This design comes from an exercise in tuning for small area, a short achievable clock period and few clock cycles per item on the open sky130 flow, not from production work.
Only simulation tests tie the RTL to the original design; equivalence was not proved.

==> flow/design.v, too long to show whole: its modules and the start of the top module <==
// module dwpid_div: 64 lines
// module dwpid_mul_meas: 945 lines
// module dwpid_mul_g18: 1031 lines
// module dwpid_mul_g16: 911 lines
// module dwpid_mul_ra: 383 lines
// module dwpid_mul_rb: 1128 lines
// module dwpid_div100: 395 lines
// module dwpid_mul_pid: 3285 lines
// module dwpid_lane: 148 lines
// module dual_wheel_incremental_pid_drive: 208 lines
module dual_wheel_incremental_pid_drive #(
	parameter int TICK_BITS = dwpid_pkg::TICK_BITS
) (
	input  logic                        clk,
	input  logic                        arst_n,
	input  logic                        psel,
	input  logic                        penable,
	input  logic                        pwrite,
	input  logic [4:0]                  paddr,
	input  logic [31:0]                 pwdata,
	output logic [31:0]                 prdata,
	output logic                        pready,
	input  logic                        in_valid,
	output logic                        in_stall,
	input  logic [2:0]                  cmd,
	input  logic signed [15:0]          speed,
	input  logic signed [TICK_BITS-1:0] left_ticks,
	input  logic signed [TICK_BITS-1:0] right_ticks,
	output logic                        out_valid,
	input  logic                        out_stall,
	output logic [15:0]                 left_duty,
	output logic [1:0]                  left_dir,
	output logic [15:0]                 right_duty,
	output logic [1:0]                  right_dir,
	output logic signed [15:0]          left_speed,
	output logic signed [15:0]          right_speed,
	output logic signed [31:0]          left_odometry,
	output logic signed [31:0]          right_odometry
);
  // ...
==> flow/flow/run.sh <==
#!/bin/bash
set -o pipefail
export SETUP_SLACK_MARGIN=5.8
export TNS_END_PERCENT=10
bash standard.sh > standard.log 2>&1
==> flow/standard.sh <==
#!/bin/bash
# synth_recipe.tcl (not shown) runs the flow's synth.tcl, then flattens the netlist and writes it again
# the make line also repeats each setting of config.mk as NAME=value (left out here)
make -C /OpenROAD-flow-scripts/flow DESIGN_CONFIG=/design/flow/config.mk WORK_HOME=/design/flow/orfs CLKGATE_MAP_FILE= SYNTH_SCRIPT=/design/flow/synth_recipe.tcl "${@:-finish}"
==> flow/config.mk <==
export PLATFORM = sky130hd
export DESIGN_NAME = dual_wheel_incremental_pid_drive
export DESIGN_NICKNAME = dual_wheel_incremental_pid_drive
export VERILOG_FILES = /design/flow/design.v
export SDC_FILE = /design/flow/constraint.sdc
export NUM_CORES = 4
export LEC_CHECK = 0
export CAP_MARGIN = 20
export CORE_MARGIN = 2
export CORE_UTILIZATION = 55
export SLEW_MARGIN = 20
==> flow/constraint.sdc <==
create_clock -name core_clock -period 12.0 [get_ports {clk}]
set_input_delay 2.4000 -clock core_clock [delete_from_list [all_inputs] [get_ports {clk}]]
set_output_delay 2.4000 -clock core_clock [all_outputs]
set_load 0.01 [all_outputs]
==> run notes, run 1 <==
- fraction of area in multi-input gates: 63.47%
- Period minus WS final: 6.412 ns
- result of the run: no timing/DRC/antenna violations
- DRT iter0 DRCs: 8676
- number of clock buffers in the layout: 224
- Routed Antenna Nets: 0
- synthesized area: 169800 um^2
- post-cts sizing count: 325
- gr busiest metal: met2
- via count of the first global-routing pass: 123900
- met2 Use GR: 52.15%
- max frequency: 0.1560 GHz
- largest family of logic cells by synthesized area: adder cells
- PortBufs: 226
- commonest register cell after synthesis: edfxtp_1
- routed length per placed instance: 24.02 um
- initial cell density of the core: 55.13%
- slowest stage delay, CP: 0.63 ns
- worst setup slack after layout: 5.588 ns
- Total Routing Usage GR: 32.22%
- simple-gate portion of the synthesized area: 14.99%
- Buf/Inv on CP: 6
- Post-Route Skew: 0.09508 ns
- die height: 559.7 um
- fraction of post-synthesis cell area in the top cell type by area: 34.56%
- launching instance or port of the critical path: cfg_q[82]$_DFFE_PN1P_
- total non-filler cell area in the finished layout: 187600 um^2
- total length of routed met2 wires: 234.7 mm
- Post-Synth Adder-Cell Area: 42.34%
- flip-flop count of the largest register after layout: 95
- number of vias per cell: 5.631
- half-perimeter wire length after detailed placement: 362.0 mm
- met3 routing resource usage after global routing: 5.688%
Testbench counts, summed over its fixed seeds: cycles 2,112, items 2,048.
==> inputs of run 2 (changes only) <==
==> flow/flow/run.sh (replaced) <==
#!/bin/bash
set -o pipefail
export SETUP_SLACK_MARGIN=6.0
export TNS_END_PERCENT=5
bash standard.sh > standard.log 2>&1
==> run notes, run 2 <==
- Period Utilization, post-route: 53.49%, was 53.43%
- critical setup path kind: register to register, unchanged
- synthesized area: 169800 um^2, unchanged
- max cap viols: 0, unchanged
- vias post-DR: 117700, was 117600
- remaining routing DRC violations: 0, unchanged
- flip-flop count of the largest register after layout: 95, unchanged
- fraction of layout cells with a size suffix above 1: 9.198%, was 8.497%
- critical path's most frequent cell: fa_1, unchanged
- Die Area: 313200 um^2, unchanged
- initial cell density of the core: 55.13%, unchanged
- clock tree from TritonCTS: yes, unchanged
- launch instance of the worst register-to-register path: u_right.d12[2]$_DFFE_PN_, was cfg_q[82]$_DFFE_PN1P_
- number of failing setup endpoints in the final timing report: 0, unchanged
- total area of sequential cells: 39640 um^2, about the same
- DR pass1 iterations: 6, unchanged
- commonest register cell after synthesis: edfxtp_1, unchanged
- setup repair after global routing missed its margin: true, unchanged
- slowest stage delay, CP: 1.13 ns, was 0.63 ns
- data required time of the critical path: 12.52 ns, was 12.51 ns
- cell taking the most area after synthesis: fa_1, unchanged
- PortBufs: 226, unchanged
- crit path cell chain: and2_1 > fa_1 > fa_1 > inv_1 > fa_1 > fa_1 > fa_1 > inv_1 > fa_1 > inv_1 > fa_1 > inv_1 > fa_1 > fa_1, was buf_4 > nand2_1 > fa_1 > inv_1 > fa_1 > inv_1 > fa_1 > fa_1 > fa_1 > inv_1 > fa_1 > inv_1 > fa_1 > inv_1 > fa_1 > fa_1
- global-route wire length before repair: 765.7 mm, was 762.4 mm
- Post-Route Skew: 0.09823 ns, was 0.09508 ns
- final max-slew violation count: 0, unchanged
- result of the run: no timing/DRC/antenna violations, unchanged
- Core Footprint: 308100 um^2, unchanged
- maximum fanout encountered on the critical timing path: 16, was 38
- die height: 559.7 um, unchanged
- final core utilization: 61.17%, was 60.91%
- category of cells accounting for the largest share of critical-path delay: adder cells, unchanged
- startpoint types: register, unchanged
- Period minus WS final: 6.419 ns, was 6.412 ns
- initial antenna violation count: 44, was 45
- DRT iter0 DRCs: 8148, was 8676
- cell depth of the worst setup path: 14, was 16
- setup TNS: 0 ns, unchanged
- half-perimeter wire length after detailed placement: 362.0 mm, unchanged
- Routed Antenna Nets: 0, unchanged
- Root Buffer: clkbuf_16, unchanged
- commonest non-fill, non-tap cells in the layout: fa_1, inv_1, and2_1, nand2_1, ha_1, unchanged
- synthesized instance count: 16390, unchanged
- layout-stage area growth over the synthesis result: 10.97%, was 10.49%
- io pins: 262, unchanged
- fraction of post-synthesis cell area in the top cell type by area: 34.56%, unchanged
- via count of the first global-routing pass: 124300, was 123900
- termination of the worst setup path: u_right.dr13[16]$_DFFE_PN_, was u_left.dr13[19]$_DFFE_PN_
- HP Class: register to register, unchanged
- fill cell count: 26180, was 26210
- latest clock arrival within the worst-skew pair: 0.90 ns, about the same
- average instance area after synthesis: 10.37 um^2, unchanged
- clock buffer count from CTS: 170, unchanged
- maximum number of pins on one net before global-route repair: 177, unchanged
- Critical Path End Type: register, unchanged
- most numerous cell in the Yosys netlist: fa_1, unchanged
- Net count, final: 20720, was 20680
- slack of the worst reg-to-reg path: 5.58 ns, was 5.59 ns
- count of hold buffers inserted by post-cts repair: 0, unchanged
- area of combinational cells with multiple inputs: 119600 um^2, was 119100 um^2
- Netlist cell types: 104, unchanged
- endpoint of the most critical register-to-register path: u_right.dr13[16]$_DFFE_PN_, was u_left.dr13[19]$_DFFE_PN_
- synth cell count leaders: fa_1, inv_1, and2_1, unchanged
- fraction of the yosys area taken by sequential cells: 23.29%, unchanged
- actual transition at the worst max-transition pin: 1.273 ns, was 1.235 ns
- EDFF count, synth: 1005, unchanged
- most frequent standard cell in the layout excluding fill and tap cells: fa_1, unchanged
- Clock Tree Buf Depth: 4, unchanged
- floorplan row count: 204, unchanged
- Worst-path clk slew: 0.06 ns, about the same
- max frequency: 0.1558 GHz, was 0.1560 GHz
- number of vias per cell: 5.627, was 5.631
- total congestion overflow: 0, unchanged
- cell types occupying the most area after synthesis: fa_1, edfxtp_1, ha_1, unchanged
- Worst Reg2Reg Path Length in Cells: 14, was 16
- Placer Congestion: 0.9136, unchanged
- arrival time of the worst setup path: 6.94 ns, was 6.93 ns
- Relative slew margins: 15.14%, was 17.67%
- total number of clock tree sinks: 1390, unchanged
- cell with the largest stage delay on the worst path: edfxtp_1, was fa_1
- Ys Warns: 4, unchanged
- Total Routing Usage GR: 32.37%, was 32.22%
- Buf/Inv on CP: 4, was 6
- fraction of synthesis flops using an asynchronous set or reset pin: 23.31%, unchanged
- register name with the most flops: cfg_q, unchanged
- aggregate routed wire length: 501.1 mm, was 501.6 mm
- routed length per placed instance: 23.95 um, was 24.02 um
- die outline width: 559.7 um, unchanged
- launching instance or port of the critical path: u_right.d12[2]$_DFFE_PN_, was cfg_q[82]$_DFFE_PN1P_
- htree depth: 4, unchanged
- flip-flop and latch count after synthesis: 1390, unchanged
- hold violation total from the final report: 0, unchanged
==> run 2: how the worst min path moves through the flow <==
stage / endpoint / from / cells after the start / slack [ns]
after floorplan: run_q[3]$_DFFE_PN_ / run_q[2]$_DFFE_PN_ / 0 / 0.40
after global placement: u_right.tk5[13]$_DFFE_PN_ / u_right.tk4[13]$_DFFE_PN_ / 0 / 0.40
after detailed placement: spd1[3]$_DFFE_PN_ / spd0[3]$_DFFE_PN_ / 0 / 0.40
after CTS: u_left.tk4[0]$_DFFE_PN_ / u_left.tk3[0]$_DFFE_PN_ / 0 / 0.40
after global routing: u_right.meas3[14]$_DFFE_PN_ / u_right.meas2[14]$_DFFE_PN_ / 0 / 0.41
final: u_left.speed[8]$_DFFE_PP_ / u_left.meas6[8]$_DFFE_PN_ / 0 / 0.40
==> run 2: layout make-up <==
| class | count | area share (%) |
|---|---|---|
| multi-input cells | 11500 | 63.47 |
| flip-flops and latches | 1390 | 21.03 |
| well taps | 4120 | 2.735 |
| repair buffers | 786 | 4.003 |
| clock buffers | 224 | 2.545 |
| inverters | 2787 | 5.562 |
| clock inverters | 90 | 0.6075 |
| diodes | 29 | 0.03851 |
==> run 2: stage by stage <==
| stage | setup slack, ns | cells | instance area, um^2 | hold WS, ns |
|---|---|---|---|---|
| after CTS | 5.701 | 20780 | 186300 | 0.4003 |
| after global routing | 5.314 | 20920 | 188400 | 0.4129 |
| final | 5.581 | 20930 | 188500 | 0.4039 |
| after floorplan | 5.179 | 16400 | 169900 | 0.4003 |
| after detailed placement | 4.665 | 20260 | 176500 | 0.4045 |
| after global placement | 4.690 | 20260 | 176500 | 0.4005 |
==> run 2: per-layer routing <==
metal / part of all wire, % / track usage, % / vias to the layer above
met5: 0.012 / 0 / -
met4: 4.1 / 11.19 / 8
met3: 7.9 / 5.780 / 910
met2: 47 / 52.35 / 4048
met1: 41 / 44.10 / 60650
li1: - / - / 52130
==> run 2: cell families (layout without fill, tap and decap cells) <==
| group | count (synthesis) | in the layout | share of synthesized area, % |
|---|---|---|---|
| muxes | 331 | 331 | 2.168 |
| other | 2 | 46 | 0.004422 |
| buffers and inverters | 3515 | 3887 | 7.837 |
| DFF | 1390 | 1390 | 23.29 |
| adders and majority gates | 3988 | 3988 | 42.34 |
| AOI/OAI and AO/OA | 1748 | 1752 | 6.743 |
| and+or+nand+nor | 4906 | 4906 | 14.99 |
| xor gates and xnor gates | 505 | 505 | 2.621 |
==> run 2: what timing repair did <==
item / CTS / global route
gates cloned: 14 / 4
buffers inserted: 193 / 105
pin swaps: 112 / 122
endpoints found under the setup margin: 294 / 238
resized for setup: 409 / 203

-- port drivers added, routing unchanged --
In the flow no input, the clock included, has a driving cell. The finished layouts below were timed again as built, in two steps. Step 1, drivers: a clkbuf_16 drives clk and a buf_2 each remaining input, both assumed. Step 2 moves the port delays by t, midway between the first and last clock arrival at a register: inputs arrive t later, outputs are due t later. That takes back most of the time a late clock gives input paths. Three values: ideal ports, drivers, drivers and shift; two values: the first two.
run | t (ns) | slack for setup (ns) | latest minus earliest clock arrival (ns) | worst data-port slew with drivers (ns)
run 1 | 0.969 | 5.588 / 5.588 / 5.588 | 0.107 / 0.108 | 0.30
run 2 | 0.966 | 5.581 / 5.581 / 5.581 | 0.110 / 0.110 | 0.30
After both steps setup and hold are still met in every run listed.
